Context: an optimization exercise on an open-source flow, tuned for a short achievable clock period and few clock cycles. The choices shown serve that exercise and are no tape-out recipe.
In this exercise RTL edits were held to simulation tests only and were not proved equivalent to the original.

==> run H: inputs <==
## tomasuloCore
module tomasuloCore
(
   input  logic        Clock,
   input  logic        rst,
   input  logic        progWrite,
   input  logic [5:0]  progAddr,
   input  logic [15:0] progWord,
   input  logic        start,
   input  logic [6:0]  progLength,
   input  logic [3:0]  regAddr,
   output logic [15:0] regData,
   output logic        done
);
make LEC_CHECK=0 CAP_MARGIN=40 CORE_MARGIN=2 CORE_UTILIZATION=40 SETUP_SLACK_MARGIN=5 SLEW_MARGIN=40 finish   # period 30.0 ns
run.sh (not shown) runs the stock make flow with config.mk's settings and CLKGATE_MAP_FILE= SYNTH_SCRIPT=/design/flow/synth_recipe.tcl, a recipe that flattens the netlist after the stock synthesis.
==> inputs of run B, as changes to run H <==
==> flow/flow/run.sh (new file) <==
#!/bin/bash
# Layout: the standard flow (standard synthesis unchanged), with these
# changes to how the layout is made:
#  - timing repair aims for setup slack SETUP_SLACK_MARGIN ns beyond the
#    clock, so paths are made faster than the 30 ns clock needs;
#  - timing repair may resize cells to other footprints;
#  - the regAddr and regData pins are kept together (io.tcl).
# make's full output goes to flow_make.log; each ORFS step keeps its own log
# under orfs/logs/.
set -euo pipefail
here=$(cd "$(dirname "${BASH_SOURCE[0]}")" && pwd)
bash standard.sh SETUP_SLACK_MARGIN=17.5 MATCH_CELL_FOOTPRINT=0 \
   IO_CONSTRAINTS="$here/io.tcl" finish > flow_make.log 2>&1
==> flow/flow/io.tcl (new file) <==
# Keep the register read port's pins (regAddr in, regData out) together on
# the die edge, so its combinational path is short.
set_io_pin_constraint -group -pin_names {regAddr[0] regAddr[1] regAddr[2] regAddr[3] regData[0] regData[1] regData[2] regData[3] regData[4] regData[5] regData[6] regData[7] regData[8] regData[9] regData[10] regData[11] regData[12] regData[13] regData[14] regData[15]}
==> flow/standard.sh (new file) <==
#!/bin/bash
# synth_recipe.tcl (not shown) runs the flow's synth.tcl, then flattens the netlist and writes it again
# the make line also repeats each setting of config.mk as NAME=value (left out here)
make -C /OpenROAD-flow-scripts/flow DESIGN_CONFIG=/design/flow/config.mk WORK_HOME=/design/flow/orfs CLKGATE_MAP_FILE= SYNTH_SCRIPT=/design/flow/synth_recipe.tcl "${@:-finish}"
- SETUP_SLACK_MARGIN: 5 -> unset
removed: flow/run.sh
==> metrics.csv <==
stage,metric,value,unit
critical_path,Worst Path Arrival,20.23,ns
run_status,status,"complete, no violations",
sta,Tcrit/Tclk final,65.2,%
critical_path,Worst path depth,60,
final_layout,#MultiIn Comb,8241,
routing,DR vias,99246,
routing,met2 wire len,218000,um
critical_path,Reg-to-Reg Start,opB[1],
sta,RSZ-0062 raised after global routing,no,
final_layout,ratio of cells with drive above 1 in the final layout,20.6,%
routing,Metal-1 WL,207000,um
final_layout,fraction of area in multi-input gates,54.5,%
final_layout,Inverters,519,
[end of results for run H]
==> metrics.csv <==
stage,metric,value,unit
final_layout,fraction of area in multi-input gates,54.3,%
sta,RSZ-0062 raised after global routing,yes,
critical_path,Worst Path Arrival,15.73,ns
critical_path,Reg-to-Reg Start,opB[2],
final_layout,Inverters,520,
sta,Tcrit/Tclk final,50.2,%
critical_path,Worst path depth,64,
run_status,status,"complete, no violations",
routing,Metal-1 WL,212000,um
routing,DR vias,101904,
[end of results for run B]
Testbench counts of run H, summed over its fixed seeds: cycles 21,288.
Testbench counts of run B, summed over its fixed seeds: cycles 21,288.


==> v6 <==
==> flow/design.v <==
module addSubUnit
(
   input  logic [3:0]  op,
   input  logic [15:0] a,
   input  logic [15:0] b,
   output logic [15:0] res
);
   logic [15:0] quo;
   divFast u_div (.a(a), .b(b), .q(quo));
   always_comb
   begin
      case (op[2:0])
         3'd1:    res = a + b;
         3'd2:    res = a - b;
         3'd3:    res = 16'(a * b);
         default: res = quo;
      endcase
   end
endmodule
module divFast
(
   input  logic [15:0] a,
   input  logic [15:0] b,
   output logic [15:0] q
);
   function automatic logic [19:0] add20(input logic [19:0] x, input logic [19:0] y,
                                         input logic cin);
      logic [19:0] g, p, gg, pp, c;
      g  = x & y;
      p  = x | y;
      gg = g;
      pp = p;
      for (int span = 1; span < 20; span = span * 2)
         for (int i = 19; i >= span; i--)
         begin
            gg[i] = gg[i] | (pp[i] & gg[i - span]);
            pp[i] = pp[i] & pp[i - span];
         end
      c[0] = cin;
      for (int i = 1; i < 20; i++)
         c[i] = gg[i - 1] | (pp[i - 1] & cin);
      add20 = x ^ y ^ c;
   endfunction
   logic [15:1][19:0] mult;            
   logic [3:0]        q0, q1, q2, q3;
   logic [3:0]        r0;
   logic [7:0]        r1;
   logic [11:0]       r2;
   logic [19:0]       b1, b2, b4, b8, b16;
   always_comb
   begin
      b1  = {4'd0, b};
      b2  = {3'd0, b, 1'b0};
      b4  = {2'd0, b, 2'd0};
      b8  = {1'd0, b, 3'd0};
      b16 = {b, 4'd0};
      mult[1]  = b1;
      mult[2]  = b2;
      mult[4]  = b4;
      mult[8]  = b8;
      mult[3]  = add20(b2, b1, 1'b0);
      mult[5]  = add20(b4, b1, 1'b0);
      mult[6]  = {mult[3][18:0], 1'b0};
      mult[7]  = add20(b8, ~b1, 1'b1);
      mult[9]  = add20(b8, b1, 1'b0);
      mult[10] = {mult[5][18:0], 1'b0};
      mult[11] = add20(b8, mult[3], 1'b0);
      mult[12] = {mult[3][17:0], 2'd0};
      mult[13] = add20(b8, mult[5], 1'b0);
      mult[14] = {mult[7][18:0], 1'b0};
      mult[15] = add20(b16, ~b1, 1'b1);
   end
   always_comb
   begin
      logic [7:0] prod;
      q0 = 4'd15;
      if (b != 16'd0)
      begin
         q0 = 4'd0;
         if (b[15:4] == 12'd0)
            for (int m = 1; m < 16; m++)
               if (8'(4'(m) * b[3:0]) <= {4'd0, a[15:12]})
                  q0 = 4'(m);
      end
      prod = 8'(q0 * b[3:0]);
      r0   = a[15:12] - prod[3:0];
   end
   divDigit #(.RW(4))  u_d1 (.rIn(r0), .nib(a[11:8]), .mult(mult), .q(q1), .rOut(r1));
   divDigit #(.RW(8))  u_d2 (.rIn(r1), .nib(a[7:4]),  .mult(mult), .q(q2), .rOut(r2));
   divDigit #(.RW(12)) u_d3 (.rIn(r2), .nib(a[3:0]),  .mult(mult), .q(q3), .rOut());
   assign q = {q0, q1, q2, q3};
endmodule
module divDigit
#(
   parameter int RW = 4
)
(
   input  logic [RW-1:0]      rIn,
   input  logic [3:0]         nib,
   input  logic [15:1][19:0]  mult,
   output logic [3:0]         q,
   output logic [RW+3:0]      rOut
);
   localparam int W = RW + 4;          
   function automatic logic geq(input logic [W-1:0] x, input logic [W-1:0] y);
      logic [W-1:0] gt, ge;
      gt = x & ~y;
      ge = x | ~y;
      for (int span = 1; span < W; span = span * 2)
         for (int i = 0; i < W; i += 2 * span)
            if (i + span < W)
            begin
               gt[i] = gt[i + span] | (ge[i + span] & gt[i]);
               ge[i] = gt[i + span] | (ge[i + span] & ge[i]);
            end
      geq = ge[0];
   endfunction
   function automatic logic [W-1:0] sub(input logic [W-1:0] x, input logic [W-1:0] y);
      logic [W-1:0] g, p, gg, pp, c;
      g  = x & ~y;
      p  = x | ~y;
      gg = g;
      pp = p;
      for (int span = 1; span < W; span = span * 2)
         for (int i = W - 1; i >= span; i--)
         begin
            gg[i] = gg[i] | (pp[i] & gg[i - span]);
            pp[i] = pp[i] & pp[i - span];
         end
      c[0] = 1'b1;
      for (int i = 1; i < W; i++)
         c[i] = gg[i - 1] | pp[i - 1];
      sub = x ^ ~y ^ c;
   endfunction
   logic [W-1:0] rs;
   logic [W-1:0] diff [1:15];
   logic [15:1]  ge;
   logic [15:0]  oh;                   
   assign rs = {rIn, nib};
   always_comb
   begin
      for (int m = 1; m < 16; m++)
      begin
         diff[m] = sub(rs, mult[m][W-1:0]);
         ge[m]   = (mult[m][19:W] == '0) && geq(rs, mult[m][W-1:0]);
      end
      oh[0]  = !ge[1];
      oh[15] = ge[15];
      for (int m = 1; m < 15; m++)
         oh[m] = ge[m] && !ge[m + 1];
      q    = 4'd0;
      rOut = oh[0] ? rs : '0;
      for (int m = 1; m < 16; m++)
      begin
         q    = q | (oh[m] ? 4'(m) : 4'd0);
         rOut = rOut | (oh[m] ? diff[m] : '0);
      end
   end
endmodule
module tomasuloCore
(
   input  logic        Clock,
   input  logic        rst,
   input  logic        progWrite,
   input  logic [5:0]  progAddr,
   input  logic [15:0] progWord,
   input  logic        start,
   input  logic [6:0]  progLength,
   input  logic [3:0]  regAddr,
   output logic [15:0] regData,
   output logic        done
);
   logic [63:0][15:0] progMem;          
   logic [15:0] arch    [0:15];         
   logic [15:0] work    [0:15];         
   logic [15:0] workNext [0:15];
   logic [7:0]  ir;                     
   logic [15:0] opA, opB;               
   logic [15:0] nextWord;               
   logic [3:0]  nextJ, nextK;
   logic        irValid;
   logic [6:0]  pc;                     
   logic [6:0]  progLen;                
   logic        inOrder;                
   logic        running;
   logic [3:0]  op, dest;
   logic        writes;
   logic [15:0] result;
   logic [15:0] baseA, baseB;
   logic        inOrderWrite;
   logic        rollback;
   logic        more;                   
   logic        finish;
   assign op     = ir[7:4];
   assign dest   = ir[3:0];
   assign writes = irValid && (op >= 4'd1) && (op <= 4'd4);
   addSubUnit u_exec (.op(op), .a(opA), .b(opB), .res(result));
   always_comb
   begin
      for (int i = 0; i < 16; i++)
         workNext[i] = (writes && (dest == 4'(i))) ? result : work[i];
   end
   assign inOrderWrite = progWrite && inOrder && ({1'b0, progAddr} == pc);
   assign rollback     = start && (!inOrder || (pc > progLength));
   assign more         = (pc < progLen);
   assign finish       = running && !more;
   assign regData = arch[regAddr];
   always_ff @(posedge Clock)
   begin
      if (progWrite)
         progMem[progAddr] <= progWord;
   end
   always_comb
   begin
      if (start)
         nextWord = rollback ? progMem[0] : progMem[pc[5:0]];
      else if (running)
         nextWord = progMem[pc[5:0]];
      else
         nextWord = progWord;
   end
   assign nextJ = nextWord[7:4];
   assign nextK = nextWord[3:0];
   assign baseA = rollback ? arch[nextJ] : work[nextJ];
   assign baseB = rollback ? arch[nextK] : work[nextK];
   always_ff @(posedge Clock)
   begin
      ir  <= nextWord[15:8];
      opA <= (!rollback && writes && (dest == nextJ)) ? result : baseA;
      opB <= (!rollback && writes && (dest == nextK)) ? result : baseB;
   end
   always_ff @(posedge Clock)
   begin
      if (rst)
      begin
         for (int i = 0; i < 16; i++)
         begin
            arch[i] <= 16'(i);
            work[i] <= 16'(i);
         end
         irValid <= 1'b0;
         pc      <= 7'd0;
         progLen <= 7'd0;
         inOrder <= 1'b1;
         running <= 1'b0;
         done    <= 1'b0;
      end
      else
      begin
         if (running)
            for (int i = 0; i < 16; i++)
               arch[i] <= workNext[i];
         for (int i = 0; i < 16; i++)
            work[i] <= rollback ? arch[i] : workNext[i];
         if (start)
         begin
            running <= 1'b1;
            progLen <= progLength;
            done    <= 1'b0;
            if (rollback)
            begin
               irValid <= (progLength != 7'd0);
               pc      <= (progLength != 7'd0) ? 7'd1 : 7'd0;
            end
            else
            begin
               irValid <= (pc < progLength);
               pc      <= (pc < progLength) ? pc + 7'd1 : pc;
            end
         end
         else if (running)
         begin
            irValid <= more;
            if (more)
               pc <= pc + 7'd1;
            if (finish)
            begin
               running <= 1'b0;
               done    <= 1'b1;
               pc      <= 7'd0;
               inOrder <= 1'b1;
            end
         end
         else
         begin
            irValid <= inOrderWrite;
            if (inOrderWrite)
               pc <= pc + 7'd1;
            else if (progWrite)
               inOrder <= 1'b0;
         end
      end
   end
endmodule
==> flow/flow/run.sh <==
#!/bin/bash
# Layout: the standard flow, with these changes to how it is made:
#  - synthesis skips the full-adder extraction (ADDER_MAP_FILE empty), so ABC
#    maps the adders and compares itself and sees whole register-to-register
#    paths when it optimises for delay;
#  - timing repair aims for setup slack SETUP_SLACK_MARGIN ns beyond the
#    clock, so paths are made faster than the 30 ns clock needs;
#  - timing repair may resize cells to other footprints;
#  - the regAddr and regData pins are kept together (io.tcl);
set -euo pipefail
here=$(cd "$(dirname "${BASH_SOURCE[0]}")" && pwd)
bash standard.sh ADDER_MAP_FILE= SETUP_SLACK_MARGIN=17.5 MATCH_CELL_FOOTPRINT=0 \
   IO_CONSTRAINTS="$here/io.tcl" finish > flow_make.log 2>&1
==> flow/flow/io.tcl <==
# Keep the register read port's pins (regAddr in, regData out) together on
# the die edge, so its combinational path is short.
set_io_pin_constraint -group -pin_names {regAddr[0] regAddr[1] regAddr[2] regAddr[3] regData[0] regData[1] regData[2] regData[3] regData[4] regData[5] regData[6] regData[7] regData[8] regData[9] regData[10] regData[11] regData[12] regData[13] regData[14] regData[15]}
==> flow/standard.sh <==
#!/bin/bash
# synth_recipe.tcl (not shown) runs the flow's synth.tcl, then flattens the netlist and writes it again
# the make line also repeats each setting of config.mk as NAME=value (left out here)
make -C /OpenROAD-flow-scripts/flow DESIGN_CONFIG=/design/flow/config.mk WORK_HOME=/design/flow/orfs CLKGATE_MAP_FILE= SYNTH_SCRIPT=/design/flow/synth_recipe.tcl "${@:-finish}"
==> flow/config.mk <==
export PLATFORM = sky130hd
export DESIGN_NAME = tomasuloCore
export DESIGN_NICKNAME = tomasuloCore
export VERILOG_FILES = /design/flow/design.v
export SDC_FILE = /design/flow/constraint.sdc
export NUM_CORES = 4
export LEC_CHECK = 0
export CAP_MARGIN = 40
export CORE_MARGIN = 2
export CORE_UTILIZATION = 40
export SLEW_MARGIN = 40
export SYNTH_HIERARCHICAL = 1
==> flow/constraint.sdc <==
create_clock -name core_clock -period 30.0 [get_ports {Clock}]
set_input_delay 6.0000 -clock core_clock [delete_from_list [all_inputs] [get_ports {Clock}]]
set_output_delay 6.0000 -clock core_clock [all_outputs]
set_load 0.01 [all_outputs]
==> v36: changes against v6 <==
--- a/flow/flow/run.sh
+++ b/flow/flow/run.sh
@@ -8,3 +8,5 @@
 #  - timing repair may resize cells to other footprints;
-#  - the regAddr and regData pins are kept together (io.tcl);
+#  - the regAddr and regData pins are kept together (io.tcl).
+# make's full output goes to flow_make.log; each ORFS step keeps its own log
+# under orfs/logs/.
 set -euo pipefail
- CORE_UTILIZATION: 40 -> 55
- SYNTH_HIERARCHICAL: 1 -> default
==> run summary <==
status=complete, no violations; fraction of area in multi-input gates=0.527; CP max stage delay=290 ps; Placed Instances=12,700; Seq/total area=0.351; Placement Cell Area=0.112 sq mm; Worst Setup SP=regAddr[2]; Antenna Cells=10
[end of results for v36]
==> run summary <==
Worst Setup SP=regAddr[3]; status=complete, no violations; Placed Instances=15,400; fraction of area in multi-input gates=0.544; Placement Cell Area=0.124 sq mm; Seq/total area=0.304; CP max stage delay=280 ps; Antenna Cells=23
[end of results for v6]
Testbench counts of v6, summed over its fixed seeds: cycles 21,288.
Testbench counts of v36, summed over its fixed seeds: cycles 21,288.

what the ideal ports hide:
The results above use ideal ports. As a check the final layouts listed here were re-extracted and re-timed, cells and wires unchanged. Step 1: set_driving_cell puts a clkbuf_16 on Clock and a buf_2 on each other input, an assumption about the parent block. Step 2, shift: input delay + t, output delay - t, t = (earliest + latest rising clock arrival at the registers) / 2. This alone moves slack from input paths to output paths. Three values: no drivers, after step 1, after step 2; two values: the first two.
run | t (ns) | slack for setup (ns) | worst setup path after step 2
run H | 0.922 | 10.447 / 10.447 / 10.447 | register to register
run B | 0.929 | 14.948 / 14.948 / 14.948 | register to register
v6 | 0.943 | 16.425 / 16.337 / 16.337 | input to output
v36 | 0.888 | 16.440 / 16.362 / 16.362 | input to output
After both steps every run listed still meets setup and hold. The setup slack of v6, which loses most, moves by -0.088 ns with the drivers and by -0.088 ns with both steps.
